This is an optimization exercise on Yosys and OpenROAD, whose aim is small area, not a production implementation. Only simulation tests tie the RTL to the original design; equivalence was not proved. No activity file was given, so power comes from the tool's default toggle rates. No driver is modelled on the clock port, so clocking that relies on it looks cheaper here than on a real chip.

Setup of lane 1:
==> flow/design.v <==
package datamem_scan_pkg;
    localparam int SCAN_WORDS  = 64;
    localparam int SCAN_ADDR_W = 12;
    localparam int SCAN_DATA_W = 16;
endpackage
module snapshot_bank (
    input  logic        clk,
    input  logic        rst,
    input  logic        shift,      
    input  logic        shift_n,    
    input  logic        load,       
    input  logic        load_n,     
    input  logic        valid,      
    input  logic [15:0] wr_data,
    input  logic [5:0]  rd_index,
    output logic [15:0] rd_data
);
    logic        phase;
    logic [15:0] back  [64];
    logic [15:0] front [64];
    logic [15:0] back_in;
    logic [15:0] rd_word;
    always_ff @(posedge clk or posedge rst) begin
        if (rst) phase <= 1'b0;
        else     phase <= ~phase;
    end
    assign back_in = wr_data ^ {16{phase}};
    always_ff @(posedge clk) begin
        for (int w = 0; w < 63; w++) begin
            back[w] <= ~((back[w] | {16{shift}}) & (back[w+1] | {16{shift_n}}));
        end
        back[63] <= ~((back[63] | {16{shift}}) & (back_in | {16{shift_n}}));
        for (int w = 0; w < 64; w++) begin
            front[w] <= ~((front[w] | {16{load}}) & (back[w] | {16{load_n}}));
        end
    end
    logic [63:0] sel_n;
    logic [15:0] rd_raw;
    always_comb begin
        for (int w = 0; w < 64; w++) sel_n[w] = (rd_index != 6'(w));
    end
    for (genvar b = 0; b < 16; b++) begin : g_rd_bit
        logic [31:0] pair_nand;
        for (genvar p = 0; p < 32; p++) begin : g_rd_pair
            snapshot_rd_pair u_rd_pair (
                .word0  (front[2*p][b]),
                .word1  (front[2*p+1][b]),
                .sel0_n (sel_n[2*p]),
                .sel1_n (sel_n[2*p+1]),
                .y_n    (pair_nand[p])
            );
        end
        assign rd_raw[b] = ~|pair_nand;
    end
    assign rd_word = rd_raw ^ {16{phase}};
    always_ff @(posedge clk or posedge rst) begin
        if (rst)        rd_data <= 16'd0;
        else if (valid) rd_data <= rd_word;
        else            rd_data <= 16'd0;
    end
endmodule
module snapshot_rd_pair (
    input  logic word0,
    input  logic word1,
    input  logic sel0_n,
    input  logic sel1_n,
    output logic y_n
);
    assign y_n = ~((word0 | sel0_n) & (word1 | sel1_n));
endmodule
module datamem_scan_reader (
    input  logic        clk,
    input  logic        rst,
    input  logic        start,
    input  logic        cpu_mem_busy,
    output logic [11:0] mem_address,
    output logic        mem_read_enable,
    input  logic [15:0] mem_read_data,
    input  logic [5:0]  disp_index,
    output logic [15:0] disp_word,
    output logic        busy,
    output logic        done,
    output logic        snapshot_valid,
    output logic [15:0] checksum
);
    logic        scan_q, scan_n_q;    
    logic        swap_q, swap_n_q;    
    logic [5:0]  index;               
    logic        granted, granted_n, last_grant;
    logic        scan_d, swap_d;
    logic [15:0] checksum_acc;
    assign granted    = scan_q & ~cpu_mem_busy;
    assign granted_n  = scan_n_q | cpu_mem_busy;
    assign last_grant = granted & (&index);
    assign scan_d = scan_q ? ~last_grant : (~swap_q & start);
    assign swap_d = last_grant;
    always_ff @(posedge clk or posedge rst) begin
        if (rst) begin
            scan_q   <= 1'b0;
            scan_n_q <= 1'b1;
            swap_q   <= 1'b0;
            swap_n_q <= 1'b1;
        end else begin
            scan_q   <= scan_d;
            scan_n_q <= ~scan_d;
            swap_q   <= swap_d;
            swap_n_q <= ~swap_d;
        end
    end
    always_ff @(posedge clk or posedge rst) begin
        if (rst) begin
            index          <= 6'd0;
            snapshot_valid <= 1'b0;
        end else begin
            if (granted) index <= index + 6'd1;
            if (swap_q) snapshot_valid <= 1'b1;
        end
    end
    assign mem_address     = {{7{~index[5]}}, index[4:0]};
    assign mem_read_enable = granted;
    assign busy            = scan_q;
    assign done            = swap_q;
    always_ff @(posedge clk) begin
        if (granted) checksum_acc <= ((index == 6'd0) ? 16'd0 : checksum_acc) + mem_read_data;
    end
    always_ff @(posedge clk or posedge rst) begin
        if (rst)         checksum <= 16'd0;
        else if (swap_q) checksum <= checksum_acc;
    end
    snapshot_bank u_snapshot_bank (
        .clk       (clk),
        .rst       (rst),
        .shift     (granted),
        .shift_n   (granted_n),
        .load      (swap_q),
        .load_n    (swap_n_q),
        .valid     (snapshot_valid),
        .wr_data   (mem_read_data),
        .rd_index  (disp_index),
        .rd_data   (disp_word)
    );
endmodule
module scan_reader_top (
    input  logic        clk,
    input  logic        rst,
    input  logic        start,
    input  logic        cpu_mem_busy,
    output logic [11:0] mem_address,
    output logic        mem_read_enable,
    input  logic [15:0] mem_read_data,
    input  logic [5:0]  disp_index,
    output logic [15:0] disp_word,
    output logic        busy,
    output logic        done,
    output logic        snapshot_valid,
    output logic [15:0] checksum
);
    datamem_scan_reader u_reader (
        .clk             (clk),
        .rst             (rst),
        .start           (start),
        .cpu_mem_busy    (cpu_mem_busy),
        .mem_address     (mem_address),
        .mem_read_enable (mem_read_enable),
        .mem_read_data   (mem_read_data),
        .disp_index      (disp_index),
        .disp_word       (disp_word),
        .busy            (busy),
        .done            (done),
        .snapshot_valid  (snapshot_valid),
        .checksum        (checksum)
    );
endmodule
clock: 7.0 ns
lec_check: 0
cap_margin: 20
core_margin: 2
core_utilization: 70
slew_margin: 20
synth_hierarchical: 1
buffer_ports_args: -buffer_cell sky130_fd_sc_hd__buf_1
cts_args: -sink_clustering_enable -repair_clock_nets -dont_use_dummy_load -buf_list sky130_fd_sc_hd__clkbuf_16 -sink_clustering_size 30 -sink_clustering_max_diameter 80
standard.sh (not shown) runs the stock make flow with config.mk's settings and CLKGATE_MAP_FILE= SYNTH_SCRIPT=/design/flow/synth_recipe.tcl, a recipe that flattens the netlist after the stock synthesis.
==> flow/flow/run.sh <==
#!/bin/bash
set -euo pipefail
cd "$(dirname "$0")/.."
cat >> config.mk <<'EOC'
export BUFFER_PORTS_ARGS = -buffer_cell sky130_fd_sc_hd__buf_1
export CTS_ARGS = -sink_clustering_enable -repair_clock_nets -dont_use_dummy_load -buf_list sky130_fd_sc_hd__clkbuf_16 -sink_clustering_size 30 -sink_clustering_max_diameter 80
EOC
bash standard.sh > standard.log 2>&1
Edits applied to the flow inputs when going from lane 1 to lane 2:
==> flow/flow/run.sh <==
#!/bin/bash
set -euo pipefail
cd "$(dirname "$0")/.."
cat >> config.mk <<'EOC'
export BUFFER_PORTS_ARGS = -buffer_cell sky130_fd_sc_hd__buf_1
export CTS_ARGS = -sink_clustering_enable -repair_clock_nets -dont_use_dummy_load -buf_list sky130_fd_sc_hd__clkbuf_8 -sink_clustering_size 16 -sink_clustering_max_diameter 60
EOC
bash standard.sh > standard.log 2>&1
-- flow/config.mk --
<<< lane 1, line 14
export CTS_ARGS = -sink_clustering_enable -repair_clock_nets -dont_use_dummy_load -buf_list sky130_fd_sc_hd__clkbuf_16 -sink_clustering_size 30 -sink_clustering_max_diameter 80
>>> lane 2, line 14
export CTS_ARGS = -sink_clustering_enable -repair_clock_nets -dont_use_dummy_load -buf_list sky130_fd_sc_hd__clkbuf_8 -sink_clustering_size 16 -sink_clustering_max_diameter 60
## What came out
[lane 2 vs lane 1] non-clock buffer count: lower in lane 2. From lane 1 to lane 2, initial core utilization did not move at all. Any difference in final instance area between lane 1 and lane 2 is small enough to ignore. Summary: with lane 1 as the reference, detailed-route via count in lane 2 moved up slightly. On register-to-register slack, the higher figure sits with lane 2, not lane 1. Compared with lane 1, lane 2 shows a clock latency on the worst-skew pair that is 0.19 ns higher.
The following lists how lane 3 was set up differently from lane 2:
==> flow/flow/run.sh <==
#!/bin/bash
set -euo pipefail
cd "$(dirname "$0")/.."
cat >> config.mk <<'EOC'
export BUFFER_PORTS_ARGS = -buffer_cell sky130_fd_sc_hd__buf_1
export CTS_ARGS = -sink_clustering_enable -repair_clock_nets -dont_use_dummy_load -buf_list sky130_fd_sc_hd__clkbuf_4 -sink_clustering_size 10 -sink_clustering_max_diameter 50
EOC
bash standard.sh > standard.log 2>&1
-- flow/config.mk --
<<< lane 2, line 10
export CORE_UTILIZATION = 70
>>> lane 3, line 10
export CORE_UTILIZATION = 75
<<< lane 2, line 14
export CTS_ARGS = -sink_clustering_enable -repair_clock_nets -dont_use_dummy_load -buf_list sky130_fd_sc_hd__clkbuf_8 -sink_clustering_size 16 -sink_clustering_max_diameter 60
>>> lane 3, line 14
export CTS_ARGS = -sink_clustering_enable -repair_clock_nets -dont_use_dummy_load -buf_list sky130_fd_sc_hd__clkbuf_4 -sink_clustering_size 10 -sink_clustering_max_diameter 50
--- outcome ---
Lane 2 went all the way through the flow, and no timing, DRC or antenna check failed. Lane 3 was carried through to the last stage, and its layout satisfied the timing, DRC and antenna checks. Against lane 2, global-route wire length before repair in lane 3 fell slightly. In the metrics for lane 3 and lane 2, the one carrying the higher global-route met3 utilization is lane 3. Clock power, lane 3 and lane 2: larger value in lane 2. Compared with lane 2, lane 3 degrades final critical path time including I/O delays and setup. Per the comparison of lane 3 with lane 2, pin count of the biggest net entering global routing moved up; global-route usage now larger; minimum hold slack shrank by 0.072 ns; reported max-cap violation count neither gained nor lost much; via count has increased. Between lane 3 and lane 2, it is lane 3 whose proportion of final cell area spent on non-clock buffers is lower, by 0.30 points. A type of the worst min-delay path of flop to flop is what lane 2 shows, while primary input to async pin belongs to lane 3.
The following lists how lane 4 was set up differently from lane 3:
-- flow/config.mk --
<<< lane 3, line 10
export CORE_UTILIZATION = 75
>>> lane 4, line 10
export CORE_UTILIZATION = 70
Notes after the runs:
Compared with lane 3, in lane 4 design area grew by 240 sq um, post-route worst setup slack grew by 0.41 ns, worst hold slack across all endpoints shrank by 0.19 ns. Between lane 3 and lane 4, the synthesis-to-finish area growth is higher for lane 4. Re weighted congestion reported at the end of routability-driven placement: lane 3 and lane 4 aren't equal, and the higher value belongs to lane 4.

afterwards: timing with drivers on the ports:
No port has a modelled driver above. Below, the same layouts with a new extraction and two added sets of constraints.
Step 1 assumes that a clkbuf_16 drives the clock port and a buf_2 every other input.
Step 2 also shifts input and output timing later by t, the mid clock arrival at the registers, as if the neighbouring blocks saw the same clock.
Slacks: ideal ports / drivers / drivers and shift; pairs: ideal ports / drivers.
run | t (ns) | slack for setup (ns) | clock arrival spread, ns | worst register clock-pin slew, ns | pins driven straight from the clock port
lane 1 | 0.758 | 2.900 / 2.946 / 2.188 | 0.053 / 0.052 | 0.11 / 0.11 | 1
lane 2 | 0.934 | 2.910 / 2.946 / 2.011 | 0.059 / 0.059 | 0.11 / 0.11 | 1
lane 3 | 1.167 | 2.684 / 2.724 / 1.558 | 0.079 / 0.079 | 0.11 / 0.11 | 1
lane 4 | 1.192 | 3.091 / 3.060 / 2.031 | 0.082 / 0.083 | 0.12 / 0.12 | 1
After both steps setup and hold are still met in every run listed. The setup slack of lane 3, which loses most, moves by +0.040 ns with the drivers and by -1.126 ns with both steps.
